Context: an optimization exercise on an open-source flow, tuned for small area. The choices shown serve that exercise and are no tape-out recipe. RTL that was checked went through simulation tests only; none was proved equivalent to the original. Only the layout flow was run in runs 1 to 5; the RTL was not checked for function there. The flow treats the clock pin as an ideal source, which a real chip does not have. No activity file was given, so power comes from the tool's default toggle rates.

**flow/flow/run.sh**
```bash
#!/bin/bash
# Standard ORFS layout with smaller port buffers and a clock tree without dummy loads.
set -euo pipefail
export BUFFER_PORTS_ARGS="-buffer_cell sky130_fd_sc_hd__buf_1"
export CTS_ARGS="-sink_clustering_enable -repair_clock_nets -dont_use_dummy_load -buf_list sky130_fd_sc_hd__clkbuf_8 -sink_clustering_size 20 -sink_clustering_max_diameter 50"
bash standard.sh > standard.log 2>&1
```
**flow/standard.sh**
```bash
#!/bin/bash
# synth_recipe.tcl (not shown) runs the flow's synth.tcl, then flattens the netlist and writes it again
# the make line also repeats each setting of config.mk as NAME=value (left out here)
make -C /OpenROAD-flow-scripts/flow DESIGN_CONFIG=/design/flow/config.mk WORK_HOME=/design/flow/orfs CLKGATE_MAP_FILE= SYNTH_SCRIPT=/design/flow/synth_recipe.tcl "${@:-finish}"
```
**flow/config.mk**
```make
export PLATFORM = sky130hd
export DESIGN_NAME = image_capture_top
export DESIGN_NICKNAME = image_capture_top
export VERILOG_FILES = /design/flow/design.v
export SDC_FILE = /design/flow/constraint.sdc
export NUM_CORES = 4
export LEC_CHECK = 0
export CAP_MARGIN = 20
export CORE_MARGIN = 2
export CORE_UTILIZATION = 65
export SLEW_MARGIN = 20
```
**flow/constraint.sdc**
```tcl
create_clock -name core_clock -period 4.5 [get_ports {clk}]
set_input_delay 0.9000 -clock core_clock [delete_from_list [all_inputs] [get_ports {clk}]]
set_output_delay 0.9000 -clock core_clock [all_outputs]
set_load 0.01 [all_outputs]
```
**flow/design.v**
```verilog
`timescale 1ns/1ps
module image_capture_top (
  input  logic          clk,
  input  logic          mem_reset,
  input  logic          trigger,
  input  logic [15:0]   height,       
  input  logic [28:0]   start_addr,   
  input  logic [25:0]   s_beat,       
  input  logic          s_valid,
  output logic          s_ready,
  output logic          frame_done,
  output logic          skipped,
  output logic          mem_wr_req,
  output logic [156:0]  mem_wr_cmd,   
  input  logic          mem_wr_ack,
  output logic          frame_written
);
  localparam logic [1:0] C_IDLE = 2'd0, C_WAIT = 2'd1, C_STORE = 2'd2;   
  localparam logic [1:0] W_IDLE = 2'd0, W_REQ = 2'd1, W_ACK = 2'd2;     
  logic [1:0]  cap_state;
  logic        armed;
  logic [15:0] line_cnt;
  logic        frame_active;     
  logic [1:0]  slot;
  logic        out_valid;        
  logic [95:0] acc;              
  logic [95:0] ring [16];
  logic [95:0] stage;            
  logic [3:0]  stage_pos;        
  logic [3:0]  tail_pos;         
  logic [15:0] head_oh;          
  logic [4:0]  count;
  logic        count_one;        
  logic [1:0]  wr_state;
  logic        active_q;
  logic [28:0] wr_addr;
  logic sof, eol;
  logic fwd, pix_ready, pix_fire, line_last;
  logic push_ready, push_fire, pop_valid, pop_fire;
  logic writer_idle, frame_start, drained, word_done;
  logic [1:0] slot_idx;
  assign sof = s_beat[1];
  assign eol = s_beat[0];
  assign fwd       = (cap_state == C_STORE) || ((cap_state == C_WAIT) && sof);
  assign pix_ready = !out_valid || push_ready;
  assign s_ready   = fwd ? pix_ready : 1'b1;
  assign pix_fire  = s_valid && fwd && pix_ready;
  logic [16:0] line_inc;
  assign line_inc  = {1'b0, line_cnt} + 17'd1;
  assign line_last = line_inc[16] || ((line_inc[15:0] >= height) && (height != 16'd0));
  assign slot_idx  = sof ? 2'd0 : slot;
  assign word_done = pix_fire && (slot_idx == 2'd3);
  assign push_ready = !count[4];                
  assign push_fire  = out_valid && push_ready;
  assign pop_valid  = (count != 5'd0);
  assign pop_fire   = (wr_state == W_ACK) && mem_wr_ack;   
  assign writer_idle = (wr_state == W_IDLE);
  assign frame_start = frame_active && !active_q;
  assign drained     = !frame_active && !pop_valid && (slot == 2'd0) && !out_valid;
  always_ff @(posedge clk or posedge mem_reset) begin
    if (mem_reset) begin
      cap_state    <= C_IDLE;
      armed        <= 1'b0;
      frame_done   <= 1'b0;
      skipped      <= 1'b0;
    end else begin
      frame_done <= 1'b0;
      skipped    <= 1'b0;
      if (trigger) armed <= 1'b1;
      if (cap_state == C_IDLE) begin
        if (armed && writer_idle) begin
          cap_state <= C_WAIT;
          armed     <= trigger;
        end
        if (s_valid && sof) skipped <= 1'b1;
      end else if (pix_fire) begin
        cap_state <= C_STORE;
        if (eol && line_last) begin
          cap_state  <= C_IDLE;
          frame_done <= 1'b1;
        end
      end
    end
  end
  assign frame_active = cap_state[1];
  always_ff @(posedge clk) begin
    if (cap_state == C_IDLE) line_cnt <= '0;
    else if (pix_fire && eol) line_cnt <= line_inc[15:0];
  end
  always_ff @(posedge clk or posedge mem_reset) begin
    if (mem_reset) begin
      slot      <= '0;
      out_valid <= 1'b0;
      tail_pos  <= '0;
      stage_pos <= '0;
      head_oh   <= 16'd1;
      count     <= '0;
      count_one <= 1'b0;
    end else begin
      if (pix_fire) slot <= slot_idx + 1'b1;
      if (word_done) out_valid <= 1'b1;
      else if (push_ready) out_valid <= 1'b0;
      tail_pos  <= tail_pos + (push_fire ? 4'd2 : 4'd1);
      stage_pos <= (push_fire ? tail_pos : stage_pos) + 4'd1;
      head_oh   <= pop_fire ? {head_oh[13:0], head_oh[15:14]} : {head_oh[14:0], head_oh[15]};
      case ({push_fire, pop_fire})
        2'b10: begin
          count     <= count + 1'b1;
          count_one <= (count == 5'd0);
        end
        2'b01: begin
          count     <= count - 1'b1;
          count_one <= (count == 5'd2);
        end
        default: ;
      endcase
    end
  end
  always_ff @(posedge clk) begin
    if (pix_fire) acc <= {acc[71:0], s_beat[25:2]};
  end
  always_ff @(posedge clk) begin
    if (push_fire) stage <= acc;
  end
  always_ff @(posedge clk) begin
    for (int p = 0; p < 16; p++) begin
      if ((p % 4 == 0) && (stage_pos == 4'(p - 1))) ring[p] <= stage;
      else ring[p] <= ring[(p + 15) % 16];
    end
  end
  always_ff @(posedge clk or posedge mem_reset) begin
    if (mem_reset) begin
      wr_state      <= W_IDLE;
      active_q      <= 1'b0;
      frame_written <= 1'b0;
    end else begin
      active_q      <= frame_active;
      frame_written <= 1'b0;
      case (wr_state)
        W_IDLE: if (frame_start) wr_state <= W_REQ;
        W_REQ: begin
          if (pop_valid) begin
            wr_state <= W_ACK;
          end else if (drained) begin
            frame_written <= 1'b1;
            wr_state      <= W_IDLE;
          end
        end
        W_ACK: begin
          if (mem_wr_ack) wr_state <= W_REQ;
        end
        default: wr_state <= W_IDLE;
      endcase
    end
  end
  assign mem_wr_req = wr_state[1];
  always_ff @(posedge clk) begin
    if ((wr_state == W_IDLE) && frame_start) wr_addr <= start_addr;
    else if (pop_fire) wr_addr <= wr_addr + 29'd8;
  end
  logic [95:0] head;
  logic        head_in_stage;    
  assign head_in_stage = count_one;
  always_comb begin
    head = stage & {96{head_in_stage}};
    for (int i = 0; i < 16; i++) head = head | (ring[i] & {96{head_oh[i] && !head_in_stage}});
  end
  assign mem_wr_cmd = {wr_addr,
                       head[95:72], 8'hff, head[71:48], 8'hff,
                       head[47:24], 8'hff, head[23:0],  8'hff};
endmodule
```
==> results of run 1 <==
routing by layer:
layer | part of all wire, % | up-vias
li1 | - | 15100
met1 | 41 | 17300
met2 | 47 | 1675
met3 | 8.1 | 371
met4 | 3.7 | 4
met5 | 0.019 | -
cell usage in the layout, fill, tap and decap left out, types with 52 or more instances in the layout:
cell,synthesis,layout
a221oi_1,309,309
edfxtp_1,221,221
clkbuf_8,0,138
nand2_1,183,182
o21ai_0,107,107
mux2_2,382,382
a22oi_1,150,150
inv_1,54,52
nand4_1,113,113
dfxtp_1,1552,1552
a22o_1,309,309
buf_1,31,205
power breakdown:
part / switching (W) / internal, W
logic: 0.0000444 / 0.0000216
clock network: 0.00471 / 0.00276
registers: 0.0000000000000000000115 / 0.0163
path summary, 6_finish.rpt:
path,startpoint,end,slack [ps]
setup / recovery,head_oh[13],mem_wr_cmd[73],200
hold / removal,s_beat[24],acc[22],240
setup reg to reg,line_cnt[0],cap_state[1],1110
hold reg to reg,ring[12][24],ring[13][24],300
max in group asynchronous,mem_reset,head_oh[14],3520
min in group asynchronous,mem_reset,count[2],290
final cells by class:
cell class	instances	area share, %
clock buffer	138	3.22
sequential	1815	65.9
tap	1134	2.41
timing repair buffer	269	2.59
multi-input combinational	1881	25.5
antenna	1	0.00425
inverter	55	0.359
flip-flops by register name, summed over array words and instances, names as in the netlist, 2 cells and up:
register   count
cap_state      2
acc           96
tail_pos       4
stage_pos      4
wr_addr       29
stage         96
wr_state       2
ring        1536
line_cnt      16
count          5
head_oh       16
slot           2
critical path: cells and delay by family, from the launching register on:
kind	cells	cell delay, ps
DFF	1	1100
buffers and inverters	2	860
AOI/OAI and AO/OA	2	250
muxes	1	160
and+or+nand+nor	1	150
stage by stage:
step / util (%) / std cells / worst slack (ps) / total power, W
floorplan: - / 4038 / 829 / 0.0168
global placement: 68.0 / 5153 / 1010 / 0.0168
detailed placement: 68.0 / 5154 / 1050 / 0.0168
CTS: 70.3 / 5292 / 199 / 0.0240
global route: 70.3 / 5293 / 168 / 0.0245
finish: 70.3 / 5293 / 198 / 0.0239
logic make-up (layout without fill, tap and decap cells):
kind of cell / Yosys count / in the layout / share of synthesized area (%)
AO/OA/AOI/OAI: 934 / 934 / 13.5
flip-flops: 1815 / 1815 / 70.3
buffers and inverters: 342 / 462 / 2.63
other: 1 / 33 / 0.00681
adder cells (fa/ha/maj): 28 / 28 / 0.663
AND/OR/NAND/NOR: 442 / 442 / 4.06
XOR/XNOR: 59 / 59 / 0.938
multiplexers: 386 / 386 / 7.88
==> reports/metrics.yaml, run 1 <==
worst_setup_path:
  setup.worst_path.start_class: "flip-flop"
  slowest_delay_ps: 1100
  crit_chain: "buf_4, a22o_1, a221oi_1, nand4_1, mux2_2, buf_1"
  slowest_stage: "dfrtp_4"
  cp-end-kind: "output pin"
  path_max_fanout: 47
  arrival_ps: 3400
  crit_required_ps: 3600
  worstSetupPathType: "reg -> out"
  r2r_cells: 10
grt:
  grt_pass1_vias: 35500
  busiest_layer: "met2"
  track_usage_pct: 33.1
  met3_usage_pct: 5.73
  grt_use_met1_pct: 43.8
  grt_pass1_wl_um: 217000
  antenna_found_initial: 3
  grt.overflow.total: 0
  grtUsageMet2_pct: 54.3
  grt_max_degree: 122
clock_tree:
  cts_tree: "done"
  htreeDepth: 4
  clock_sinks: 1815
  post_cts_buffers: 0
  clock-root-buffer: "clkbuf_8"
  clk_latency_ps: 820
  path_clk_slew_ps: 90
  cts_buffers: 138
  clock_path_buffers: 3
  postCtsHoldBufs: 0
  post_cts_resized: 0
run:
  maxCapViolCount: 0
yosys:
  yosysTopAreaCell: "dfxtp_1"
  synth.distinct_cells: 60
  yosys_warnings: 2
  syn_area_per_cell_um2: 13.8
  ys_seq_area_share_pct: 70.3
  synth_common_cells: "dfxtp_1, mux2_2, a221oi_1, a22o_1, edfxtp_1"
  synth.most_common_cell: "dfxtp_1"
  synth_seq_cells: 1815
  synth_area_mm2: 0.0551
  netlist.area_leader.share_pct: 56.4
  yosys-top-cells-area: "dfxtp_1, edfxtp_1, mux2_2"
  synthCells: 4007
  synth_edf_count: 221
  ys_dominant_reg_cell: "dfxtp_1"
  ys_async_sr_fraction_pct: 2.31
sta:
  drv_slew: 0
  fmax_mhz: 232
  finalCritPeriodShare_pct: 95.6
  finalSetupViolCount: 0
  max-slew-margin-rel_pct: 24.7
  finClkSkew_ps: 75.6
  final.min_clock_period_ps: 4300
  hold-worst-slack_ps: 243
  finalHoldViolations: 0
  rsz0062_at_grt: "no"
  tns_ps: 0
  tightest_slew_ps: 1130
min_path:
  hold_class: "in -> reg"
  worst_hold_path.num_cells: 1
floorplanning:
  coreArea_mm2: 0.0838
  initial_core_util_pct: 65.7
  io_pins: 238
  fp.dieH_um: 295
  die_w_um: 295
  num_rows: 106
  die_area_mm2: 0.0871
finish:
  area_growth_pct: 6.94
  multi_input_area_mm2: 0.0150
  seqCellArea_mm2: 0.0388
  final_layout_size_suffix_gt1_share_pct: 14.8
  nNetsFinal: 4264
  fillCellCount: 5824
  fin_area_mm2: 0.0589
routing:
  wire_per_inst_um: 27.6
  drt_iter0_drc: 2970
  drtPass1Iterations: 6
  wirelength_um: 146000
  via_per_inst: 6.51
  ant_nets: 0
  drc: 0
  vias: 34500
pwr:
  power.leakage_nw: 22.3
  power-per-cell-area_mw_per_mm2: 405
  ir_drop_mv: 0.362
placement:
  place_congestion: 0.856
  port_buffers: 205
  placed_area_mm2: 0.0570
  dp_hpwl_um: 82900
run_status:
  status: "complete, no violations"
==> run 2, diff against run 1 <==
==> flow/flow/run.sh (replaced) <==
#!/bin/bash
# Standard ORFS layout with smaller port buffers and a clock tree without dummy loads.
set -euo pipefail
export BUFFER_PORTS_ARGS="-buffer_cell sky130_fd_sc_hd__buf_1"
export CTS_ARGS="-sink_clustering_enable -repair_clock_nets -dont_use_dummy_load -buf_list sky130_fd_sc_hd__clkbuf_4 -sink_clustering_size 10 -sink_clustering_max_diameter 40"
bash standard.sh > standard.log 2>&1
==> reports/metrics.yaml, run 2 <==
routing:
  ant_nets: 0
  wirelength_um: 149000
  drtPass1Iterations: 6
  via_per_inst: 6.50
  wire_per_inst_um: 27.6
  vias: 35100
  drt_iter0_drc: 3165
  drc: 0
pwr:
  p_total_w: 0.0233
  power-per-cell-area_mw_per_mm2: 395
  ir_drop_mv: 0.286
  power.leakage_nw: 22.4
yosys:
  synthCells: 4007
  yosys_warnings: 2
  yosys-top-cells-area: "dfxtp_1, edfxtp_1, mux2_2"
  ys_seq_area_share_pct: 70.3
  synth_common_cells: "dfxtp_1, mux2_2, a221oi_1, a22o_1, edfxtp_1"
  synth_area_mm2: 0.0551
  syn_area_per_cell_um2: 13.8
  synth.distinct_cells: 60
  synth_seq_cells: 1815
  ys_async_sr_fraction_pct: 2.31
  synth.most_common_cell: "dfxtp_1"
  yosysTopAreaCell: "dfxtp_1"
  ys_dominant_reg_cell: "dfxtp_1"
  synth_edf_count: 221
  netlist.area_leader.share_pct: 56.4
sta:
  finalSetupViolCount: 0
  fmax_mhz: 227
  finalCritPeriodShare_pct: 98.1
  tightest_slew_ps: 1140
  drv_slew: 0
  tns_ps: 0
  finalHoldViolations: 0
  finClkSkew_ps: 83.4
  max-slew-margin-rel_pct: 23.7
  final.min_clock_period_ps: 4410
worst_setup_path:
  r2r_start: "line_cnt[0]"
  crit_required_ps: 3600
  r2r_cells: 10
  cp-startpoint: "head_oh[15]"
  arrival_ps: 3510
  cp-end-kind: "output pin"
  worstSetupPathType: "reg -> out"
  reg2reg_slack_ps: 1150
  path_max_fanout: 48
  rr_endpoint: "cap_state[1]"
  setup.worst_path.start_class: "flip-flop"
  cp-endpoint: "mem_wr_cmd[50]"
finish:
  largest_register: "ring"
  finalNonFillerCells: 5411
  final_layout_size_suffix_gt1_share_pct: 16.1
  nNetsFinal: 4374
  area_growth_pct: 7.17
  postLayoutCoreUtil_pct: 70.4
  layout_common_cells: "dfxtp_1, mux2_2, a22o_1, a221oi_1, edfxtp_1"
  final_common_cell: "dfxtp_1"
  top_regs: "ring: 1536 flops, acc: 96 flops, stage: 96 flops"
  largest_register_ffs: 1536
grt:
  met3_usage_pct: 6.36
  grt_use_met1_pct: 44.3
  grt_pass1_vias: 36200
  busiest_layer: "met2"
  track_usage_pct: 33.7
  antenna_found_initial: 3
  grt_max_degree: 122
  grtUsageMet2_pct: 54.8
  grt.overflow.total: 0
  grt_pass1_wl_um: 221000
clock_tree:
  cts_tree: "done"
  clock_sinks: 1815
  clk_latency_ps: 1160
  path_clk_slew_ps: 100
  htreeDepth: 4
  post_cts_resized: 0
  clock-root-buffer: "clkbuf_4"
  clock_path_buffers: 3
  cts_buffers: 206
floorplanning:
  initial_core_util_pct: 65.7
  die_w_um: 295
  io_pins: 238
  coreArea_mm2: 0.0838
  die_area_mm2: 0.0871
  fp.dieH_um: 295
  num_rows: 106
placement:
  dp_hpwl_um: 82900
  placedCellCount: 5154
  port_buffers: 205
  place_congestion: 0.856
run_status:
  status: "complete, no violations"
min_path:
  hold_class: "in -> reg"
run:
  maxCapViolCount: 0
## run 2: power breakdown
part           leakage (nW)  total (W)  internal (W)              switching, W
Combinational          6.50  0.0000933     0.0000430                 0.0000503
Sequential             15.0     0.0163        0.0163  0.0000000000000000000108
Clock                 0.948    0.00690       0.00210                   0.00481
## run 2: timing repair
| action | 4_1_cts | 5_1_grt |
|---|---|---|
| hold buffers | 38 | 0 |
| setup buffers | 2 | 2 |
| endpoints found under the setup margin | 8 | 5 |
| hold endpoints to repair | 78 | 0 |
## run 2: metal layers
| metal | up-vias | part of all wire [%] |
|---|---|---|
| li1 | 15400 | - |
| met4 | 2 | 3.7 |
| met5 | - | 0.027 |
| met3 | 359 | 8.0 |
| met1 | 17600 | 41 |
| met2 | 1783 | 47 |
## run 2: worst max-delay path, stage by stage (launching register included)
cell	delay, ps
dfrtp_4	850
buf_4	390
a22o_1	260
a221oi_1	270
nand4_1	150
mux2_2	280
buf_1	180
## run 2: kinds of logic after synthesis
kind of cell,synth area share (%)
buffers and inverters,2.63
and+or+nand+nor,4.06
AOI/OAI and AO/OA,13.5
xor gates and xnor gates,0.938
muxes,7.88
adders and majority gates,0.663
other,0.00681
DFF,70.3
## run 2: how the worst min path moves through the flow
stage               slack (ps)      endpoint  cells after the start           start
global placement           330    ring[3][0]                      0      ring[2][0]
floorplan                  330  ring[10][15]                      0     ring[9][15]
detailed placement         340  ring[11][16]                      0    ring[10][16]
finish                      80   wr_addr[17]                      3  start_addr[17]
CTS                          1    wr_addr[4]                      2   start_addr[4]
global route                40   wr_addr[24]                      3  start_addr[24]
## run 2: final cells by class
cell class | instances | area (um^2)
inverters | 55 | 211
well taps | 1134 | 1420
clock buffers | 206 | 1550
repair buffers | 311 | 1990
flip-flops and latches | 1815 | 38800
multi-input cells | 1881 | 15000
diodes | 9 | 22.5
fillers | 5868 | 24800
## run 2: stage by stage
stage	instance area, um^2	hold slack, ps	setup slack, ps
2_1_floorplan	55200	331	829
3_5_place_dp	57000	336	1050
4_1_cts	59000	1.13	6.21
6_report	59100	78.7	86.6
5_1_grt	59000	40.0	-8.25
3_3_place_gp	57000	331	1010
==> run 3, diff against run 2 <==
--- a/flow/design.v
+++ b/flow/design.v
@@ -30,7 +30,7 @@
   logic [3:0]  tail_pos;         
   logic [15:0] head_oh;          
   logic [4:0]  count;
-  logic        count_one;        
+  logic [95:0] head;             
   logic [1:0]  wr_state;
   logic        active_q;
   logic [28:0] wr_addr;
@@ -95,7 +95,6 @@
       stage_pos <= '0;
       head_oh   <= 16'd1;
       count     <= '0;
-      count_one <= 1'b0;
     end else begin
       if (pix_fire) slot <= slot_idx + 1'b1;
       if (word_done) out_valid <= 1'b1;
@@ -104,15 +103,9 @@
       stage_pos <= (push_fire ? tail_pos : stage_pos) + 4'd1;
       head_oh   <= pop_fire ? {head_oh[13:0], head_oh[15:14]} : {head_oh[14:0], head_oh[15]};
       case ({push_fire, pop_fire})
-        2'b10: begin
-          count     <= count + 1'b1;
-          count_one <= (count == 5'd0);
-        end
-        2'b01: begin
-          count     <= count - 1'b1;
-          count_one <= (count == 5'd2);
-        end
-        default: ;
+        2'b10:   count <= count + 1'b1;
+        2'b01:   count <= count - 1'b1;
+        default: count <= count;
       endcase
     end
   end
@@ -158,12 +151,18 @@
     if ((wr_state == W_IDLE) && frame_start) wr_addr <= start_addr;
     else if (pop_fire) wr_addr <= wr_addr + 29'd8;
   end
-  logic [95:0] head;
-  logic        head_in_stage;    
-  assign head_in_stage = count_one;
+  logic [15:0] next_head_oh;     
+  logic [4:0]  left;             
+  logic [95:0] ring_even;
+  assign next_head_oh = pop_fire ? {head_oh[14:0], head_oh[15]} : head_oh;
+  assign left         = count - {4'd0, pop_fire};
   always_comb begin
-    head = stage & {96{head_in_stage}};
-    for (int i = 0; i < 16; i++) head = head | (ring[i] & {96{head_oh[i] && !head_in_stage}});
+    ring_even = '0;
+    for (int i = 0; i < 16; i += 2) ring_even = ring_even | (ring[i] & {96{next_head_oh[i]}});
+  end
+  always_ff @(posedge clk) begin
+    if (left == 5'd1) head <= stage;
+    else if (|(next_head_oh & 16'h5555)) head <= ring_even;
   end
   assign mem_wr_cmd = {wr_addr,
                        head[95:72], 8'hff, head[71:48], 8'hff,
==> flow/flow/run.sh (replaced) <==
#!/bin/bash
# Standard ORFS layout with smaller port buffers and a clock tree without dummy loads.
set -euo pipefail
export BUFFER_PORTS_ARGS="-buffer_cell sky130_fd_sc_hd__buf_1"
export CTS_ARGS="-sink_clustering_enable -repair_clock_nets -dont_use_dummy_load -buf_list sky130_fd_sc_hd__clkbuf_8 -sink_clustering_size 20 -sink_clustering_max_diameter 50"
bash standard.sh > standard.log 2>&1
==> reports/metrics.yaml, run 3 <==
sta:
  fmax_mhz: 293
  rsz0062_at_grt: "no"
  drv_slew: 0
  finalCritPeriodShare_pct: 75.9
  finalSetupViolCount: 0
  max-slew-margin-rel_pct: 25.4
  tns_ps: 0
  final.min_clock_period_ps: 3420
  tightest_slew_ps: 1120
  finClkSkew_ps: 121
  finalHoldViolations: 0
worst_setup_path:
  setup.worst_path.start_class: "flip-flop"
  r2r_start: "line_cnt[0]"
  path_max_fanout: 11
  arrival_ps: 4160
  worstSetupPathType: "reg -> reg"
  rr_endpoint: "frame_done"
  r2r_cells: 10
  crit_required_ps: 5240
  reg2reg_slack_ps: 1080
  cp-end-kind: "flip-flop"
clock_tree:
  cts_tree: "done"
  cts_buffers: 141
  post_cts_buffers: 0
  htreeDepth: 4
  postCtsHoldBufs: 0
  clock_path_buffers: 3
  clk_latency_ps: 830
  clock-root-buffer: "clkbuf_8"
  clock_sinks: 1910
  post_cts_resized: 0
  path_clk_slew_ps: 70
floorplanning:
  fp.dieH_um: 296
  num_rows: 107
  initial_core_util_pct: 65.3
  die_area_mm2: 0.0875
  die_w_um: 296
  io_pins: 238
  coreArea_mm2: 0.0847
yosys:
  synth.most_common_cell: "dfxtp_1"
  syn_area_per_cell_um2: 15.9
  yosys_warnings: 2
  synth.area.mux_share_pct: 8.17
  synth_compound_area_share_pct: 9.92
  synth_edf_count: 317
  yosys-top-cells-area: "dfxtp_1, edfxtp_1, mux2_2"
  synth.distinct_cells: 54
  synth_fa_ha_area_share_pct: 0.705
  synth_simple_gate_area_share_pct: 2.59
  synth-xor-area-share_pct: 0.918
  yosysTopAreaCell: "dfxtp_1"
  synthCells: 3482
  synth_seq_cells: 1910
  netlist.area_leader.share_pct: 56.1
  synth_common_cells: "dfxtp_1, mux2_2, edfxtp_1"
  synth_top_family_by_area: "compound AO/OA/AOI/OAI gates"
  ys_dominant_reg_cell: "dfxtp_1"
  ys_seq_area_share_pct: 75.2
  synth_area_mm2: 0.0553
  ys_async_sr_fraction_pct: 2.15
finish:
  largest_register_ffs: 1536
  layout_common_cells: "dfxtp_1, mux2_2, edfxtp_1"
  fillCellCount: 5785
  nNetsFinal: 3801
  seqCellArea_mm2: 0.0416
  postLayoutCoreUtil_pct: 69.6
  area_growth_pct: 6.51
  final_common_cell: "dfxtp_1"
  largest_register: "ring"
  multi_input_area_mm2: 0.0126
  final_layout_size_suffix_gt1_share_pct: 20.0
run_status:
  status: "complete, no violations"
placement:
  port_buffers: 205
  place_congestion: 0.802
  dp_hpwl_um: 66700
pwr:
  ir_drop_mv: 0.418
  power.leakage_nw: 22.7
  power-per-cell-area_mw_per_mm2: 678
routing:
  drt_iter0_drc: 1700
  wire_per_inst_um: 24.5
  vias: 27800
  drtPass1Iterations: 5
  wirelength_um: 119000
  via_per_inst: 5.75
  ant_nets: 0
  drc: 0
grt:
  grt.overflow.total: 0
  grt_pass1_vias: 28900
  track_usage_pct: 27.0
  antenna_found_initial: 6
  grt_pass1_wl_um: 177000
  grt_max_degree: 98
run:
  maxCapViolCount: 0
min_path:
  hold_class: "in -> async"
-- run 3: stage by stage --
step	cells	worst slack (ps)	instance area, um^2	power [W]	hold WS (ps)
3_3_place_gp	4696	768	57000	0.0321	310
5_1_grt	4838	841	58900	0.0417	199
3_5_place_dp	4696	725	57000	0.0326	312
4_1_cts	4837	1090	58900	0.0402	130
6_report	4840	1080	59000	0.0400	193
2_1_floorplan	3513	217	55500	0.0299	310
-- run 3: how the worst max path moves through the flow --
stage,startpoint,endpoint
6_report,line_cnt[0],frame_done
5_1_grt,line_cnt[0],frame_done
4_1_cts,line_cnt[0],frame_done
3_5_place_dp,mem_wr_ack,head[94]
3_3_place_gp,mem_wr_ack,head[94]
2_1_floorplan,mem_wr_ack,head[0]
-- run 3: final cells by class --
type                    count  share of cell area [%]
diodes                      3                  0.0127
inverters                  30                   0.200
well taps                1144                    2.43
flip-flops and latches   1910                    70.6
multi-input cells        1374                    21.4
clock buffers             141                    3.29
repair buffers            238                    2.11
-- run 3: report_power, final --
group          total, W  internal, W  leakage [nW]  switching [W]
registers        0.0275       0.0243          16.4        0.00316
clock network   0.00769      0.00282          1.01        0.00487
logic           0.00477      0.00229          5.31        0.00248
total            0.0400       0.0295          22.7         0.0105
-- run 3: per-layer routing --
layer | vias up | wire length (um) | global-route usage, %
li1 | 12800 | - | -
met1 | 14200 | 53100 | 36.5
met2 | 594 | 57900 | 45.5
met3 | 189 | 4920 | 4.14
met4 | 2 | 2690 | 8.01
met5 | - | 11 | 0
-- run 3: critical path, cell delays in order, from the launching register on --
cell and delay, ps:
dfxtp_1 490, and3_1 240, nand4_1 450, nor3_1 370, xor2_1 120, ha_1 330, and4_1 250, o211ai_1 100
or4_1 510, a31oi_1 330, or2_2 180
-- run 3: logic make-up after synthesis --
kind of cell / Yosys count
mux: 399
buf+inv: 229
other cells: 1
xor+xnor: 58
compound gates: 544
flops: 1910
fa+ha+maj: 30
simple gates: 311
==> run 4, diff against run 3 <==
==> flow/flow/run.sh (replaced) <==
#!/bin/bash
# Standard ORFS layout with smaller port buffers, a clock tree without dummy loads,
# and a greedy downsizing pass after CTS (flow/downsize.tcl).
set -euo pipefail
export BUFFER_PORTS_ARGS="-buffer_cell sky130_fd_sc_hd__buf_1"
export CTS_ARGS="-sink_clustering_enable -repair_clock_nets -dont_use_dummy_load -buf_list sky130_fd_sc_hd__clkbuf_8 -sink_clustering_size 20 -sink_clustering_max_diameter 50"
export POST_CTS_TCL="$PWD/flow/downsize.tcl"
bash standard.sh > standard.log 2>&1
==> flow/flow/downsize.tcl (new file) <==
# Greedy downsizing after CTS: give each upsized cell the smallest cell of its family
# that keeps the worst setup slack above a margin and every slew and capacitance at
# least 20% inside its limit. Registers keep their type, only the drive changes.
set ds_margin 0.2
if { [info exists ::env(DOWNSIZE_MARGIN)] } { set ds_margin $::env(DOWNSIZE_MARGIN) }
proc ds_smaller { master } {
  if { ![regexp {^(sky130_fd_sc_hd__[a-z0-9]+)_([0-9]+)$} $master -> base drive] } { return {} }
  set area [get_property [get_lib_cells */$master] area]
  set out {}
  foreach d {0 1 2 3 4 6 8 12} {
    if { $d >= $drive } { break }
    set lc [get_lib_cells -quiet */${base}_$d]
    if { [llength $lc] > 0 && [get_property $lc area] < $area } { lappend out ${base}_$d }
  }
  return $out
}
proc ds_ok { margin } {
  if { [sta::worst_slack_cmd max] < [expr {$margin * 1e-9}] } { return 0 }
  if { [sta::max_slew_check_slack_limit] < 0.2 } { return 0 }
  if { [sta::max_capacitance_check_slack_limit] < 0.2 } { return 0 }
  return 1
}
set tried 0
set done 0
foreach inst [get_cells *] {
  set name [get_full_name $inst]
  set master [get_property $inst ref_name]
  if { [regexp {clkbuf|clkinv|clkdly|tap|fill|decap|conb|diode} $master] } { continue }
  if { [string match "clk*" $name] } { continue }
  set cands [ds_smaller $master]
  if { [llength $cands] == 0 } { continue }
  incr tried
  set kept $master
  foreach c $cands {
    replace_cell $name $c
    if { [ds_ok $ds_margin] } { set kept $c; break }
  }
  if { $kept == $master } { replace_cell $name $master } else { incr done }
}
puts "downsize: $done of $tried cells made smaller"
==> reports/metrics.yaml, run 4 <==
run_status:
  status: "complete, no violations"
worst_setup_path:
  setup.worst_path.start_class: "flip-flop"
  arrival_ps: 4610
  crit_chain: "nand3b_1, inv_1, mux2_4, nor4_1, nand3_1, buf_2"
  cp-end-kind: "flip-flop"
  reg2reg_slack_ps: 300
  crit_required_ps: 4910
  slowest_delay_ps: 970
  worst-path-buf-inv: 2
  cp-endpoint: "head[24]"
  critPathTopFamily: "buffers and inverters"
  cp-startpoint: "wr_state[0]"
  path_depth: 6
  slowest_stage: "mux2_4"
  r2r_cells: 6
  path_max_fanout: 47
  rr_endpoint: "head[24]"
  worstSetupPathType: "reg -> reg"
  r2r_start: "wr_state[0]"
finish:
  largest_register: "ring"
  multi_input_area_mm2: 0.0113
  seqCellArea_mm2: 0.0416
  largest_register_ffs: 1536
  postLayoutCoreUtil_pct: 68.0
  fin_area_mm2: 0.0577
  area_growth_pct: 4.19
  finalNonFillerCells: 4851
  final_common_cell: "dfxtp_1"
  layout_common_cells: "dfxtp_1, mux2_2, edfxtp_1"
  final_layout_size_suffix_gt1_share_pct: 14.8
  fillCellCount: 6066
  nNetsFinal: 3813
sta:
  tightest_slew_ps: 1200
  fmax_mhz: 238
  finalSetupViolCount: 0
  finalHoldViolations: 0
  rsz0062_at_grt: "no"
  finClkSkew_ps: 120
  finalCritPeriodShare_pct: 93.3
  max-slew-margin-rel_pct: 20.2
  drv_slew: 0
  final.min_clock_period_ps: 4200
  tns_ps: 0
  layout_setup_ws_ps: 302
yosys:
  synth_common_cells: "dfxtp_1, mux2_2, edfxtp_1"
  yosys_warnings: 2
  synthCells: 3482
  synth.most_common_cell: "dfxtp_1"
  synth_area_mm2: 0.0553
  syn_area_per_cell_um2: 15.9
  synth_seq_cells: 1910
  ys_async_sr_fraction_pct: 2.15
  netlist.area_leader.share_pct: 56.1
  synth_edf_count: 317
  synth.distinct_cells: 54
  yosys-top-cells-area: "dfxtp_1, edfxtp_1, mux2_2"
  yosysTopAreaCell: "dfxtp_1"
  ys_dominant_reg_cell: "dfxtp_1"
  ys_seq_area_share_pct: 75.2
min_path:
  hold_class: "in -> async"
floorplanning:
  initial_core_util_pct: 65.3
  coreArea_mm2: 0.0847
  die_w_um: 296
  fp.dieH_um: 296
  num_rows: 107
  die_area_mm2: 0.0875
  io_pins: 238
routing:
  vias: 27800
  via_per_inst: 5.74
  wire_per_inst_um: 24.5
  drt_iter0_drc: 1840
  drc: 0
  wirelength_um: 119000
  drtPass1Iterations: 5
  ant_nets: 0
placement:
  placedCellCount: 4696
  placed_area_mm2: 0.0570
  place_congestion: 0.802
  port_buffers: 205
  dp_hpwl_um: 66700
  place_ws_ps: 725
pwr:
  power.switching_w: 0.0102
  intPower_w: 0.0293
  seqPwrFrac_pct: 68.9
  switching_share_pct: 25.8
  combPwrFrac_pct: 11.7
  power-per-cell-area_mw_per_mm2: 686
  power.leakage_nw: 22.2
  power.share.clock_pct: 19.4
  ir_drop_mv: 0.380
grt:
  grt_use_met1_pct: 36.6
  track_usage_pct: 27.1
  grt_max_degree: 98
  grt.overflow.total: 0
  grt_pass1_wl_um: 177000
  met3_usage_pct: 4.32
  antenna_found_initial: 7
  grtUsageMet2_pct: 45.3
  busiest_layer: "met2"
  grt_pass1_vias: 29000
clock_tree:
  clk_latency_ps: 840
  cts_tree: "done"
  clock_sinks: 1910
  path_clk_slew_ps: 110
run:
  maxCapViolCount: 0
[run 4: cell types whose count changed in the layout (fill, tap and decap cells not counted), moves of 3 or more]
cell / delta
a221oi_1: +190
a221oi_2: -190
buf_12: -14
buf_2: +11
buf_16: +8
buf_4: -6
mux2_8: -6
clkbuf_2: +5
buf_1: +3
mux2_4: +3
[run 4: routing by layer]
layer | vias up | wire (um)
met5 | - | 24
met4 | 4 | 2830
met3 | 195 | 5420
met2 | 686 | 57500
met1 | 14100 | 53000
li1 | 12800 | -
[run 4: layout make-up]
type	count	area share (%)
sequential	1910	72.2
multi-input combinational	1374	19.5
clock buffer	141	3.37
tap	1144	2.48
timing repair buffer	250	2.23
inverter	30	0.200
antenna	2	0.00868
[run 4: cell families (layout without fill, tap and decap cells)]
logic type / Yosys count / count (layout) / share of synthesized area (%)
adders and majority gates: 30 / 30 / 0.705
AOI/OAI and AO/OA: 544 / 544 / 9.92
DFF: 1910 / 1910 / 75.2
and+or+nand+nor: 311 / 311 / 2.59
muxes: 399 / 399 / 8.17
buffers and inverters: 229 / 421 / 2.50
xor gates and xnor gates: 58 / 58 / 0.918
other: 1 / 34 / 0.00678
[run 4: worst reg2reg max path, delay by kind of cell (launching register included)]
family	cells	cell delay, ps
and+or+nand+nor	3	1030
buffers and inverters	2	1400
DFF	1	450
muxes	1	970
[run 4: worst min-delay path by stage]
stage / from / end / cells past startpoint
finish: mem_reset / armed / 2
global placement: ring[13][31] / ring[14][31] / 0
floorplan: ring[9][0] / ring[10][0] / 0
detailed placement: ring[9][15] / ring[10][15] / 0
global route: s_beat[19] / acc[17] / 1
[run 4: through the flow]
step                      hold slack (ps)  power, W
after floorplan                       310    0.0299
after global placement                310    0.0321
after detailed placement              312    0.0326
after global routing                  199    0.0413
final                                 182    0.0396
[run 4: power by group through the flow]
stage               registers (W)  logic, W  clock network [W]
global route               0.0279   0.00499            0.00845
global placement           0.0275   0.00463                  0
detailed placement         0.0278   0.00481                  0
finish                     0.0272   0.00462            0.00769
floorplan                  0.0267   0.00322                  0
==> run 5, diff against run 4 <==
--- a/flow/design.v
+++ b/flow/design.v
@@ -30,7 +30,7 @@
   logic [3:0]  tail_pos;         
   logic [15:0] head_oh;          
   logic [4:0]  count;
-  logic [95:0] head;             
+  logic        count_one;        
   logic [1:0]  wr_state;
   logic        active_q;
   logic [28:0] wr_addr;
@@ -95,6 +95,7 @@
       stage_pos <= '0;
       head_oh   <= 16'd1;
       count     <= '0;
+      count_one <= 1'b0;
     end else begin
       if (pix_fire) slot <= slot_idx + 1'b1;
       if (word_done) out_valid <= 1'b1;
@@ -103,9 +104,15 @@
       stage_pos <= (push_fire ? tail_pos : stage_pos) + 4'd1;
       head_oh   <= pop_fire ? {head_oh[13:0], head_oh[15:14]} : {head_oh[14:0], head_oh[15]};
       case ({push_fire, pop_fire})
-        2'b10:   count <= count + 1'b1;
-        2'b01:   count <= count - 1'b1;
-        default: count <= count;
+        2'b10: begin
+          count     <= count + 1'b1;
+          count_one <= (count == 5'd0);
+        end
+        2'b01: begin
+          count     <= count - 1'b1;
+          count_one <= (count == 5'd2);
+        end
+        default: ;
       endcase
     end
   end
@@ -151,18 +158,12 @@
     if ((wr_state == W_IDLE) && frame_start) wr_addr <= start_addr;
     else if (pop_fire) wr_addr <= wr_addr + 29'd8;
   end
-  logic [15:0] next_head_oh;     
-  logic [4:0]  left;             
-  logic [95:0] ring_even;
-  assign next_head_oh = pop_fire ? {head_oh[14:0], head_oh[15]} : head_oh;
-  assign left         = count - {4'd0, pop_fire};
+  logic [95:0] head;
+  logic        head_in_stage;    
+  assign head_in_stage = count_one;
   always_comb begin
-    ring_even = '0;
-    for (int i = 0; i < 16; i += 2) ring_even = ring_even | (ring[i] & {96{next_head_oh[i]}});
-  end
-  always_ff @(posedge clk) begin
-    if (left == 5'd1) head <= stage;
-    else if (|(next_head_oh & 16'h5555)) head <= ring_even;
+    head = stage & {96{head_in_stage}};
+    for (int i = 0; i < 16; i++) head = head | (ring[i] & {96{head_oh[i] && !head_in_stage}});
   end
   assign mem_wr_cmd = {wr_addr,
                        head[95:72], 8'hff, head[71:48], 8'hff,
==> reports/metrics.yaml, run 5 <==
pwr:
  ir_drop_mv: 0.368
  power.leakage_nw: 22.3
  power-per-cell-area_mw_per_mm2: 406
yosys:
  netlist.area_leader.share_pct: 56.4
  synth_common_cells: "dfxtp_1, mux2_2, a221oi_1, a22o_1, edfxtp_1"
  synthCells: 4007
  synth_seq_cells: 1815
  synth_area_mm2: 0.0551
  yosys-top-cells-area: "dfxtp_1, edfxtp_1, mux2_2"
  synth.most_common_cell: "dfxtp_1"
  yosys_warnings: 2
  syn_area_per_cell_um2: 13.8
  yosysTopAreaCell: "dfxtp_1"
  synth_edf_count: 221
  synth.distinct_cells: 60
  ys_dominant_reg_cell: "dfxtp_1"
  ys_async_sr_fraction_pct: 2.31
  ys_seq_area_share_pct: 70.3
worst_setup_path:
  crit_chain: "buf_2, a221oi_1, nand4_1, mux2_2, buf_1"
  worstSetupPathType: "reg -> out"
  cp-end-kind: "output pin"
  path_max_fanout: 41
  setup.worst_path.start_class: "flip-flop"
  critPathTopFamily: "buffers and inverters"
  arrival_ps: 3520
  worst-path-buf-inv: 2
  slowest_stage: "dfrtp_4"
  slowest_delay_ps: 940
  crit_required_ps: 3600
sta:
  rsz0062_at_grt: "no"
  max-slew-margin-rel_pct: 26.6
  drv_slew: 0
  tightest_slew_ps: 1100
  layout_setup_ws_ps: 82.8
  finalCritPeriodShare_pct: 98.2
  tns_ps: 0
  final.min_clock_period_ps: 4420
  finalHoldViolations: 0
  finClkSkew_ps: 76.0
  fmax_mhz: 226
  finalSetupViolCount: 0
run:
  maxCapViolCount: 0
grt:
  antenna_found_initial: 5
  grt_pass1_wl_um: 217000
  grt.overflow.total: 0
  grt_pass1_vias: 35500
  grt_max_degree: 122
  track_usage_pct: 33.1
finish:
  largest_register_ffs: 1536
  final_layout_size_suffix_gt1_share_pct: 14.6
  fillCellCount: 5863
  seqCellArea_mm2: 0.0388
  multi_input_area_mm2: 0.0150
  area_growth_pct: 6.76
  layout_common_cells: "dfxtp_1, mux2_2, a22o_1, a221oi_1, buf_1"
  top_regs: "ring: 1536 flops, acc: 96 flops, stage: 96 flops"
  final_common_cell: "dfxtp_1"
  postLayoutCoreUtil_pct: 70.2
  largest_register: "ring"
  nNetsFinal: 4275
  fin_area_mm2: 0.0588
clock_tree:
  clock_sinks: 1815
  clk_latency_ps: 820
  path_clk_slew_ps: 90
  cts_tree: "done"
routing:
  wire_per_inst_um: 27.6
  drtPass1Iterations: 5
  via_per_inst: 6.47
  vias: 34300
  drc: 0
  wirelength_um: 146000
  ant_nets: 0
  drt_iter0_drc: 2957
placement:
  place_congestion: 0.856
  placed_area_mm2: 0.0570
  place_ws_ps: 1050
  dp_hpwl_um: 82900
  port_buffers: 205
floorplanning:
  fp.dieH_um: 295
  coreArea_mm2: 0.0838
  die_w_um: 295
  io_pins: 238
  initial_core_util_pct: 65.7
  num_rows: 106
  die_area_mm2: 0.0871
run_status:
  status: "complete, no violations"
min_path:
  hold_class: "in -> reg"
## run 5: cell count changes in the layout (fill, tap and decap cells not counted), moves of 100 or more
cell / before / now
a221oi_1: 190 / 309
a22o_1: 190 / 309
a22oi_1: 4 / 150
nor2_1: 128 / 23
nand2_1: 77 / 183
nand4_1: 13 / 113
## run 5: cells by family (layout without fill, tap and decap cells)
group                    after synthesis  in the layout  share of synthesized area (%)
flip-flops                          1815           1815                           70.3
AO/OA/AOI/OAI                        934            934                           13.5
AND/OR/NAND/NOR                      442            442                           4.06
multiplexers                         386            386                           7.88
buffers and inverters                342            473                           2.63
XOR/XNOR                              59             59                          0.938
adder cells (fa/ha/maj)               28             28                          0.663
other                                  1             33                        0.00681
## run 5: area by class of cell
cell class | count | share of cell area [%]
inverters | 55 | 0.359
repair buffers | 280 | 2.45
diodes | 1 | 0.00425
multi-input cells | 1881 | 25.6
clock buffers | 138 | 3.23
well taps | 1134 | 2.41
flip-flops and latches | 1815 | 66.0
## run 5: report_power, final
| group | leakage, nW | internal (W) | switching, W |
|---|---|---|---|
| Combinational | 6.29 | 0.0000216 | 0.0000447 |
| Clock | 0.992 | 0.00276 | 0.00473 |
| Sequential | 15.0 | 0.0163 | 0.0000000000000000000115 |
| Total | 22.3 | 0.0191 | 0.00478 |
## run 5: per-layer routing
metal	share of wire [%]	track usage [%]	vias up
met5	0.021	0	-
li1	-	-	15100
met1	42	43.6	17200
met2	47	53.4	1606
met4	3.7	15.6	6
met3	7.8	6.11	339
## run 5: worst paths after layout
check,start,cells after the start,slack (ps),end
setup / recovery,head_oh[4],5,80,mem_wr_cmd[8]
setup reg to reg,line_cnt[0],10,1110,cap_state[1]
min in group asynchronous,mem_reset,2,300,count[2]
hold reg to reg,ring[8][22],0,300,ring[9][22]
max in group asynchronous,mem_reset,2,3510,head_oh[14]
hold / removal,s_beat[24],1,240,acc[22]
## run 5: metrics by stage
| step | cells | power, W | hold WS [ps] |
|---|---|---|---|
| after floorplan | 4038 | 0.0168 | 331 |
| after detailed placement | 5154 | 0.0168 | 336 |
| final | 5304 | 0.0239 | 241 |
| after global placement | 5153 | 0.0168 | 331 |
| after global routing | 5304 | 0.0245 | 213 |
==> run 6, diff against run 5 <==
--- a/flow/design.v
+++ b/flow/design.v
@@ -24,13 +24,15 @@
   logic [1:0]  slot;
   logic        out_valid;        
   logic [95:0] acc;              
-  logic [95:0] ring [16];
+  localparam int RN = 15;        
+  logic [95:0] ring [RN];
   logic [95:0] stage;            
   logic [3:0]  stage_pos;        
   logic [3:0]  tail_pos;         
-  logic [15:0] head_oh;          
+  logic [RN-1:0] head_oh;        
   logic [4:0]  count;
-  logic        count_one;        
+  logic [95:0] head;             
+  logic        head_ok;          
   logic [1:0]  wr_state;
   logic        active_q;
   logic [28:0] wr_addr;
@@ -87,32 +89,31 @@
     if (cap_state == C_IDLE) line_cnt <= '0;
     else if (pix_fire && eol) line_cnt <= line_inc[15:0];
   end
+  function automatic logic [3:0] pos_inc(input logic [3:0] x);
+    pos_inc = (x == 4'(RN - 1)) ? 4'd0 : x + 4'd1;
+  endfunction
+  function automatic logic [3:0] pos_inc2(input logic [3:0] x);
+    pos_inc2 = (x >= 4'(RN - 2)) ? x - 4'(RN - 2) : x + 4'd2;
+  endfunction
   always_ff @(posedge clk or posedge mem_reset) begin
     if (mem_reset) begin
       slot      <= '0;
       out_valid <= 1'b0;
       tail_pos  <= '0;
       stage_pos <= '0;
-      head_oh   <= 16'd1;
+      head_oh   <= 15'd1;
       count     <= '0;
-      count_one <= 1'b0;
     end else begin
       if (pix_fire) slot <= slot_idx + 1'b1;
       if (word_done) out_valid <= 1'b1;
       else if (push_ready) out_valid <= 1'b0;
-      tail_pos  <= tail_pos + (push_fire ? 4'd2 : 4'd1);
-      stage_pos <= (push_fire ? tail_pos : stage_pos) + 4'd1;
-      head_oh   <= pop_fire ? {head_oh[13:0], head_oh[15:14]} : {head_oh[14:0], head_oh[15]};
+      tail_pos  <= push_fire ? pos_inc2(tail_pos) : pos_inc(tail_pos);
+      stage_pos <= pos_inc(push_fire ? tail_pos : stage_pos);
+      head_oh   <= pop_fire ? {head_oh[RN-3:0], head_oh[RN-1:RN-2]} : {head_oh[RN-2:0], head_oh[RN-1]};
       case ({push_fire, pop_fire})
-        2'b10: begin
-          count     <= count + 1'b1;
-          count_one <= (count == 5'd0);
-        end
-        2'b01: begin
-          count     <= count - 1'b1;
-          count_one <= (count == 5'd2);
-        end
-        default: ;
+        2'b10:   count <= count + 1'b1;
+        2'b01:   count <= count - 1'b1;
+        default: count <= count;
       endcase
     end
   end
@@ -123,9 +124,9 @@
     if (push_fire) stage <= acc;
   end
   always_ff @(posedge clk) begin
-    for (int p = 0; p < 16; p++) begin
-      if ((p % 4 == 0) && (stage_pos == 4'(p - 1))) ring[p] <= stage;
-      else ring[p] <= ring[(p + 15) % 16];
+    for (int p = 0; p < RN; p++) begin
+      if ((p % 4 == 0) && (stage_pos == 4'((p + RN - 1) % RN))) ring[p] <= stage;
+      else ring[p] <= ring[(p + RN - 1) % RN];
     end
   end
   always_ff @(posedge clk or posedge mem_reset) begin
@@ -158,12 +159,29 @@
     if ((wr_state == W_IDLE) && frame_start) wr_addr <= start_addr;
     else if (pop_fire) wr_addr <= wr_addr + 29'd8;
   end
-  logic [95:0] head;
-  logic        head_in_stage;    
-  assign head_in_stage = count_one;
+  logic [RN-1:0] next_head_oh;   
+  logic [4:0]  left;             
+  logic [95:0] ring_even;
+  logic        load_stage, load_ring;
+  logic        left_one;         
+  assign next_head_oh = pop_fire ? {head_oh[RN-2:0], head_oh[RN-1]} : head_oh;
+  assign left         = count - {4'd0, pop_fire};
+  assign left_one     = (left == 5'd1);
+  assign load_stage   = (pop_fire || !head_ok) && left_one;
+  assign load_ring    = (pop_fire || !head_ok) && (left > 5'd1) && (|(next_head_oh & 15'h5555));
   always_comb begin
-    head = stage & {96{head_in_stage}};
-    for (int i = 0; i < 16; i++) head = head | (ring[i] & {96{head_oh[i] && !head_in_stage}});
+    ring_even = '0;
+    for (int i = 0; i < RN; i += 2) ring_even = ring_even | (ring[i] & {96{next_head_oh[i]}});
+  end
+  logic [95:0] head_d;
+  assign head_d   = left_one ? stage : ring_even;
+  always_ff @(posedge clk) begin
+    if (load_stage || load_ring) head <= head_d;
+  end
+  always_ff @(posedge clk or posedge mem_reset) begin
+    if (mem_reset) head_ok <= 1'b0;
+    else if (load_stage || load_ring) head_ok <= 1'b1;
+    else if (pop_fire) head_ok <= 1'b0;
   end
   assign mem_wr_cmd = {wr_addr,
                        head[95:72], 8'hff, head[71:48], 8'hff,
--- a/flow/config.mk
+++ b/flow/config.mk
@@ -7,5 +7,5 @@
 export LEC_CHECK = 0
 export CAP_MARGIN = 20
 export CORE_MARGIN = 2
-export CORE_UTILIZATION = 65
+export CORE_UTILIZATION = 75
 export SLEW_MARGIN = 20
==> reports/metrics.yaml, run 6 <==
run_status:
  status: "complete, no violations"
worst_setup_path:
  worstSetupPathType: "reg -> reg"
  setup.worst_path.start_class: "flip-flop"
  rr_endpoint: "head[62]"
  cp-startpoint: "wr_state[0]"
  path_max_fanout: 48
  arrival_ps: 4080
  reg2reg_slack_ps: 1010
  cp-end-kind: "flip-flop"
  r2r_start: "wr_state[0]"
  r2r_cells: 7
  crit_required_ps: 5090
floorplanning:
  fp.dieH_um: 268
  coreArea_mm2: 0.0688
  initial_core_util_pct: 75.9
  die_area_mm2: 0.0718
  io_pins: 238
  die_w_um: 268
  num_rows: 96
pwr:
  power-per-cell-area_mw_per_mm2: 645
  power.leakage_nw: 21.4
  ir_drop_mv: 0.511
sta:
  tightest_slew_ps: 1020
  max-slew-margin-rel_pct: 31.7
  finalSetupViolCount: 0
  finalHoldViolations: 0
  fmax_mhz: 286
  finalCritPeriodShare_pct: 77.6
  finClkSkew_ps: 75.5
  drv_slew: 0
  rsz0062_at_grt: "no"
  final.min_clock_period_ps: 3490
yosys:
  synth_area_mm2: 0.0523
  yosys_warnings: 2
  syn_area_per_cell_um2: 15.3
  synth-xor-area-share_pct: 0.905
  ys_seq_area_share_pct: 75.9
  synthCells: 3414
  synth_edf_count: 317
  yosysTopAreaCell: "dfxtp_1"
  synth.area.mux_share_pct: 8.66
  ys_async_sr_fraction_pct: 2.26
  ys_dominant_reg_cell: "dfxtp_1"
  synth_seq_cells: 1814
  synth_simple_gate_area_share_pct: 2.76
  synth.distinct_cells: 62
  synth.most_common_cell: "dfxtp_1"
  synth_top_family_by_area: "compound AO/OA/AOI/OAI gates"
  yosys-top-cells-area: "dfxtp_1, edfxtp_1, mux2_2"
  netlist.area_leader.share_pct: 55.8
  synth_fa_ha_area_share_pct: 0.780
  synth_compound_area_share_pct: 8.78
  synth_common_cells: "dfxtp_1, mux2_2, edfxtp_1"
routing:
  vias: 28000
  drc: 0
  via_per_inst: 6.18
  wirelength_um: 112000
  ant_nets: 0
  drtPass1Iterations: 5
  drt_iter0_drc: 2187
  wire_per_inst_um: 24.8
grt:
  grt_pass1_vias: 28700
  grt_max_degree: 98
  grt.overflow.total: 0
  antenna_found_initial: 6
  grt_pass1_wl_um: 170000
  track_usage_pct: 31.3
min_path:
  hold_class: "in -> async"
placement:
  placed_area_mm2: 0.0538
  place_congestion: 0.834
  placedCellCount: 4416
  port_buffers: 205
  dp_hpwl_um: 64000
finish:
  largest_register: "ring"
  nNetsFinal: 3716
  finalNonFillerCells: 4538
  final_common_cell: "dfxtp_1"
  fin_area_mm2: 0.0555
  layout_common_cells: "dfxtp_1, mux2_2, edfxtp_1"
  largest_register_ffs: 1440
  fillCellCount: 3799
  final_layout_size_suffix_gt1_share_pct: 16.4
  area_growth_pct: 6.21
clock_tree:
  path_clk_slew_ps: 100
  cts_tree: "done"
  clock_sinks: 1814
  clk_latency_ps: 780
run:
  maxCapViolCount: 0
[run 6: cell types whose count changed in the layout (fill, tap and decap cells not counted), sizes merged, moves of 20 or more]
cell	previous run	this run
inv	54	28
dfxtp	1552	1456
a31oi	1	99
edfxtp	221	317
a22oi	150	4
nand2	184	80
nor3	31	11
buf	273	238
nand4	114	8
o21ai	110	44
nor2	23	136
clkbuf	144	121
a22o	309	190
a221oi	309	191
[run 6: power by group]
part           total [W]  internal, W  switching [W]
clock            0.00689      0.00238        0.00451
combinational    0.00408      0.00202        0.00205
sequential        0.0248       0.0223        0.00256
total             0.0358       0.0267        0.00913
[run 6: cell families after synthesis]
kind of cell | after synthesis
buf+inv | 227
other cells | 1
simple gates | 316
xor+xnor | 54
compound gates | 569
flops | 1814
mux | 401
fa+ha+maj | 32
[run 6: worst max-delay path: stages (launching register included)]
cell	delay, ps
dfrtp_1	450
nand3b_1	560
buf_4	380
mux2_4	540
buf_4	790
a22o_1	270
a221oi_1	50
a31oi_1	260
[run 6: area by class of cell]
type / instances / area [um^2] / area share (%)
flip-flops and latches: 1814 / 39700 / 71.5
diodes: 1 / 2.50 / 0.00451
clock buffers: 120 / 1650 / 2.98
multi-input cells: 1404 / 11700 / 21.0
repair buffers: 239 / 1200 / 2.16
well taps: 931 / 1160 / 2.10
inverters: 29 / 119 / 0.214
[run 6: worst max path at each step]
stage | to | slack (ps) | depth (start not counted)
after global routing | cap_state[1] | 790 | 11
after detailed placement | head[70] | 590 | 10
final | head[62] | 1010 | 7
after global placement | head[37] | 650 | 8
after floorplan | head[0] | -340 | 9
[run 6: per-stage QoR]
stage | util [%] | setup TNS, ps | total power [W] | hold WS (ps) | setup slack (ps)
floorplan | - | -32970 | 0.0271 | 310 | -343
global placement | 78.2 | 0 | 0.0286 | 310 | 652
detailed placement | 78.2 | 0 | 0.0291 | 312 | 586
global route | 80.7 | 0 | 0.0373 | 261 | 790
finish | 80.7 | 0 | 0.0358 | 253 | 1010
[run 6: metal layers]
| layer | wire, um | global-route usage, % | up-vias |
|---|---|---|---|
| li1 | - | - | 12600 |
| met1 | 47700 | 42.5 | 14200 |
| met2 | 54400 | 52.1 | 1019 |
| met3 | 7120 | 5.34 | 222 |
| met4 | 3120 | 9.56 | 8 |
| met5 | 58 | 0 | - |
==> run 7, diff against run 6 <==
--- a/flow/config.mk
+++ b/flow/config.mk
@@ -7,5 +7,5 @@
 export LEC_CHECK = 0
 export CAP_MARGIN = 20
 export CORE_MARGIN = 2
-export CORE_UTILIZATION = 75
+export CORE_UTILIZATION = 65
 export SLEW_MARGIN = 20
==> reports/metrics.yaml, run 7 <==
pwr:
  p_total_w: 0.0360
  power.share.clock_pct: 20.2
  power.leakage_nw: 21.4
  intPower_w: 0.0269
  power.switching_w: 0.00911
  power-per-cell-area_mw_per_mm2: 648
  switching_share_pct: 25.3
  combPwrFrac_pct: 11.0
  seqPwrFrac_pct: 68.7
  ir_drop_mv: 0.433
finish:
  largest_register_ffs: 1440
  largest_register: "ring"
  fin_area_mm2: 0.0556
  final_common_cell: "dfxtp_1"
  nNetsFinal: 3739
  final_layout_size_suffix_gt1_share_pct: 15.7
  layout_common_cells: "dfxtp_1, mux2_2, edfxtp_1"
  area_growth_pct: 6.37
sta:
  rsz0062_at_grt: "no"
  finalCritPeriodShare_pct: 94.6
  layout_setup_ws_ps: 241
  drv_slew: 0
  final.min_clock_period_ps: 4260
  fmax_mhz: 235
  finalSetupViolCount: 0
  finalHoldViolations: 0
  max-slew-margin-rel_pct: 21.3
  tightest_slew_ps: 1180
  tns_ps: 0
  finClkSkew_ps: 74.4
yosys:
  syn_area_per_cell_um2: 15.3
  yosys-top-cells-area: "dfxtp_1, edfxtp_1, mux2_2"
  synth_compound_area_share_pct: 8.78
  synth-xor-area-share_pct: 0.905
  synth_edf_count: 317
  synth.most_common_cell: "dfxtp_1"
  synth_common_cells: "dfxtp_1, mux2_2, edfxtp_1"
  synth_seq_cells: 1814
  synthCells: 3414
  synth_area_mm2: 0.0523
  ys_async_sr_fraction_pct: 2.26
  synth_top_family_by_area: "compound AO/OA/AOI/OAI gates"
  synth_fa_ha_area_share_pct: 0.780
  ys_seq_area_share_pct: 75.9
  ys_dominant_reg_cell: "dfxtp_1"
  yosysTopAreaCell: "dfxtp_1"
  synth_simple_gate_area_share_pct: 2.76
  yosys_warnings: 2
  netlist.area_leader.share_pct: 55.8
  synth.distinct_cells: 62
  synth.area.mux_share_pct: 8.66
floorplanning:
  io_pins: 238
  coreArea_mm2: 0.0793
  num_rows: 103
  die_area_mm2: 0.0827
  fp.dieH_um: 288
  die_w_um: 288
  initial_core_util_pct: 65.9
worst_setup_path:
  arrival_ps: 4670
  path_max_fanout: 22
  worstSetupPathType: "reg -> reg"
  critPathTopFamily: "buffers and inverters"
  setup.worst_path.start_class: "flip-flop"
  slowest_stage: "mux2_1"
  slowest_delay_ps: 920
  crit_chain: "nand3b_1, buf_1, mux2_1, or4_1, nor3_1, a221oi_4, buf_2"
  crit_required_ps: 4910
  worst-path-buf-inv: 2
  cp-end-kind: "flip-flop"
run_status:
  status: "complete, no violations"
clock_tree:
  path_clk_slew_ps: 100
  clock_sinks: 1814
  cts_tree: "done"
  clk_latency_ps: 820
routing:
  drtPass1Iterations: 6
  via_per_inst: 5.90
  wirelength_um: 114000
  vias: 27600
  wire_per_inst_um: 24.4
  ant_nets: 0
  drt_iter0_drc: 1817
  drc: 0
grt:
  grt.overflow.total: 0
  grt_max_degree: 98
  grt_pass1_wl_um: 172000
  grt_pass1_vias: 28700
  antenna_found_initial: 8
  track_usage_pct: 27.5
placement:
  place_ws_ps: 767
  dp_hpwl_um: 64000
  placed_area_mm2: 0.0541
  port_buffers: 205
  place_congestion: 0.821
min_path:
  hold_class: "in -> reg"
run:
  maxCapViolCount: 0
==> run 7: cell count changes in the layout (fill, tap and decap cells not counted), sizes merged <==
cell	before	now
diode	1	3
buf	238	242
clkbuf	121	140
inv	28	29
clkinv	1	0
==> run 7: per-stage QoR <==
step	hold WS [ps]	instances	utilization (%)
6_report	263	4682	70.1
2_1_floorplan	310	3445	-
5_1_grt	210	4680	70.1
3_5_place_dp	312	4540	68.2
3_3_place_gp	310	4540	68.2
==> run 7: layout make-up <==
cell class	count	area [um^2]
fill	5452	23700
multi-input combinational	1404	11400
timing repair buffer	249	1190
clock buffer	133	1830
sequential	1814	39700
inverter	29	109
tap	1050	1310
antenna	3	7.51
==> run 7: power by group through the flow <==
stage / registers (W) / clock network (W) / logic (W)
6_report: 0.0247 / 0.00728 / 0.00398
3_5_place_dp: 0.0250 / 0 / 0.00408
3_3_place_gp: 0.0247 / 0 / 0.00391
5_1_grt: 0.0252 / 0.00803 / 0.00431
2_1_floorplan: 0.0241 / 0 / 0.00303
==> run 7: cell families (layout without fill, tap and decap cells) <==
logic type / Yosys count / in the layout
flip-flops: 1814 / 1814
adder cells (fa/ha/maj): 32 / 32
AND/OR/NAND/NOR: 316 / 316
buffers and inverters: 227 / 411
AO/OA/AOI/OAI: 569 / 569
other: 1 / 35
XOR/XNOR: 54 / 54
multiplexers: 401 / 401
==> run 7: layer usage <==
metal / global-route usage, % / vias to the layer above / part of all wire, %
met2: 45.3 / 829 / 48
met4: 8.15 / 8 / 2.2
met1: 37.4 / 14000 / 44
li1: - / 12600 / -
met5: 0 / - / 0.040
met3: 5.23 / 178 / 5.5
==> run 7: worst paths after layout <==
path | start | endpoint | slack, ps | depth (start not counted)
worst min-delay path | s_beat[2] | acc[0] | 260 | 1
min in group asynchronous | mem_reset | stage_pos[3] | 360 | 3
worst max-delay path | wr_state[0] | head[53] | 240 | 7
max in group asynchronous | mem_reset | head_oh[5] | 3520 | 3
worst max register to register | wr_state[0] | head[53] | 240 | 7
worst min register to register | ring[9][13] | ring[10][13] | 300 | 0
==> run 8, diff against run 7 <==
--- a/flow/design.v
+++ b/flow/design.v
@@ -28,6 +28,8 @@
   logic [95:0] ring [RN];
   logic [95:0] stage;            
   logic [3:0]  stage_pos;        
+  logic [3:0]  ld_sel;           
+  logic [3:0]  ld_keep;          
   logic [3:0]  tail_pos;         
   logic [RN-1:0] head_oh;        
   logic [4:0]  count;
@@ -95,12 +97,16 @@
   function automatic logic [3:0] pos_inc2(input logic [3:0] x);
     pos_inc2 = (x >= 4'(RN - 2)) ? x - 4'(RN - 2) : x + 4'd2;
   endfunction
+  logic [3:0] stage_pos_d;
+  assign stage_pos_d = pos_inc(push_fire ? tail_pos : stage_pos);
   always_ff @(posedge clk or posedge mem_reset) begin
     if (mem_reset) begin
       slot      <= '0;
       out_valid <= 1'b0;
       tail_pos  <= '0;
       stage_pos <= '0;
+      ld_sel    <= '0;
+      ld_keep   <= '1;
       head_oh   <= 15'd1;
       count     <= '0;
     end else begin
@@ -108,7 +114,11 @@
       if (word_done) out_valid <= 1'b1;
       else if (push_ready) out_valid <= 1'b0;
       tail_pos  <= push_fire ? pos_inc2(tail_pos) : pos_inc(tail_pos);
-      stage_pos <= pos_inc(push_fire ? tail_pos : stage_pos);
+      stage_pos <= stage_pos_d;
+      for (int k = 0; k < 4; k++) begin
+        ld_sel[k]  <= (stage_pos_d == 4'((4 * k + RN - 1) % RN));
+        ld_keep[k] <= (stage_pos_d != 4'((4 * k + RN - 1) % RN));
+      end
       head_oh   <= pop_fire ? {head_oh[RN-3:0], head_oh[RN-1:RN-2]} : {head_oh[RN-2:0], head_oh[RN-1]};
       case ({push_fire, pop_fire})
         2'b10:   count <= count + 1'b1;
@@ -125,8 +135,10 @@
   end
   always_ff @(posedge clk) begin
     for (int p = 0; p < RN; p++) begin
-      if ((p % 4 == 0) && (stage_pos == 4'((p + RN - 1) % RN))) ring[p] <= stage;
-      else ring[p] <= ring[(p + RN - 1) % RN];
+      if (p % 4 == 0)
+        ring[p] <= (stage & {96{ld_sel[p / 4]}}) | (ring[(p + RN - 1) % RN] & {96{ld_keep[p / 4]}});
+      else
+        ring[p] <= ring[(p + RN - 1) % RN];
     end
   end
   always_ff @(posedge clk or posedge mem_reset) begin
==> reports/metrics.yaml, run 8 <==
run_status:
  status: "complete, no violations"
placement:
  port_buffers: 205
  place_ws_ps: 804
  dp_hpwl_um: 68000
sta:
  finClkSkew_ps: 108
  fmax_mhz: 312
  finalSetupViolCount: 0
  tightest_slew_ps: 993
  drv_slew: 0
  final.min_clock_period_ps: 3200
  hold-worst-slack_ps: 223
  finalHoldViolations: 0
  finalCritPeriodShare_pct: 71.2
  rsz0062_at_grt: "no"
pwr:
  power.leakage_nw: 21.5
  power-per-cell-area_mw_per_mm2: 700
finish:
  final_layout_size_suffix_gt1_share_pct: 5.41
  final_common_cell: "dfxtp_1"
  largest_register_ffs: 1440
  nNetsFinal: 3807
  largest_register: "ring"
  area_growth_pct: 6.76
  seqCellArea_mm2: 0.0399
  multi_input_area_mm2: 0.0109
  postLayoutCoreUtil_pct: 70.1
  layout_common_cells: "dfxtp_1, a22o_1, edfxtp_1"
yosys:
  ys_seq_area_share_pct: 77.0
  netlist.area_leader.share_pct: 56.3
  synth_seq_cells: 1822
  yosysTopAreaCell: "dfxtp_1"
  synth.distinct_cells: 56
  ys_dominant_reg_cell: "dfxtp_1"
  yosys_warnings: 2
  synth.most_common_cell: "dfxtp_1"
  synth_edf_count: 317
  ys_async_sr_fraction_pct: 2.69
  synth_common_cells: "dfxtp_1, a22o_1, edfxtp_1"
  yosys-top-cells-area: "dfxtp_1, edfxtp_1, a22o_1"
floorplanning:
  coreArea_mm2: 0.0789
  initial_core_util_pct: 65.7
  die_w_um: 286
  num_rows: 103
  die_area_mm2: 0.0820
  io_pins: 238
routing:
  highest-signal-layer: "met4"
  drt-met1-wl_um: 54300
  via_per_inst: 6.34
  ant_nets: 0
  wire_per_inst_um: 26.8
  drtPass1Iterations: 6
  drt_iter0_drc: 2609
grt:
  grt_pass1_wl_um: 191000
  antenna_found_initial: 3
  grt.overflow.total: 0
  grt_pass1_vias: 30600
  track_usage_pct: 30.9
worst_setup_path:
  setup.worst_path.start_class: "flip-flop"
  rr_endpoint: "head[47]"
  path_max_fanout: 48
  crit_chain: "nand3b_4, buf_4, mux2_4, or4_1, o31a_4, buf_4"
  worstSetupPathType: "reg -> reg"
  critPathTopFamily: "simple AND/OR/NAND/NOR gates"
  slowest_delay_ps: 580
  worst-path-buf-inv: 2
  arrival_ps: 3590
  slowest_stage: "or4_1"
  crit_required_ps: 4890
clock_tree:
  clock_sinks: 1822
  path_clk_slew_ps: 110
  cts_tree: "done"
run:
  maxCapViolCount: 0
[run 8: changes by cell type after synthesis, moves of 20 or more]
cell      change
mux2_2      -383
a22o_1      +364
clkbuf_1     +47
nand2_1      +34
buf_1        +30
a22oi_1      +21
buf_2        -20
[run 8: report_power, final]
| group | total, W | switching (W) | internal [W] |
|---|---|---|---|
| Clock | 0.00730 | 0.00465 | 0.00264 |
| Combinational | 0.00549 | 0.00309 | 0.00240 |
| Sequential | 0.0259 | 0.00340 | 0.0225 |
| Total | 0.0387 | 0.0111 | 0.0276 |
[run 8: metrics by stage]
stage          TNS, ps  instance area, um^2
2_1_floorplan    -46.4                51900
3_3_place_gp         0                53500
3_5_place_dp         0                53500
5_1_grt              0                55300
6_report             0                55300
[run 8: worst max path at each step]
stage | startpoint | to | slack (ps) | depth (start not counted)
floorplan | s_beat[1] | slot[1] | -30 | 4
global placement | mem_wr_ack | head[50] | 820 | 7
detailed placement | mem_wr_ack | head[50] | 800 | 7
global route | wr_state[0] | head[47] | 1220 | 9
finish | wr_state[0] | head[47] | 1300 | 6
[run 8: layout make-up]
class | count | share of cell area [%]
well taps | 1050 | 2.38
inverters | 33 | 0.231
diodes | 3 | 0.0136
clock buffers | 132 | 3.29
multi-input cells | 1466 | 19.6
flip-flops and latches | 1822 | 72.2
repair buffers | 241 | 2.24
[run 8: kinds of logic after synthesis]
| group | Yosys count | synth area share, % |
|---|---|---|
| buffers and inverters | 278 | 2.36 |
| other | 1 | 0.00724 |
| XOR/XNOR | 54 | 0.913 |
| AND/OR/NAND/NOR | 365 | 3.23 |
| adder cells (fa/ha/maj) | 35 | 0.860 |
| AO/OA/AOI/OAI | 966 | 15.3 |
| multiplexers | 14 | 0.309 |
| flip-flops | 1822 | 77.0 |
[run 8: worst register-to-register path, delay by kind of cell (launching register included)]
family                 cells  cell delay (ps)
AOI/OAI and AO/OA          1              320
buffers and inverters      2              720
DFF                        1              480
muxes                      1              360
and+or+nand+nor            2              870
[run 8: per-layer routing]
layer,global-route usage (%),vias up
met3,5.48,247
met5,0,-
met2,49.9,1434
met1,42.9,15200
li1,-,13200
met4,10.1,0

Re-timed with assumed drivers on the ports (clkbuf_16 on the clock, buf_2 on other inputs), run 8 has 1.295 ns of setup slack against 1.295 ns with ideal ports, and 0.733 ns once port delays also move by the mid clock arrival of 0.838 ns.
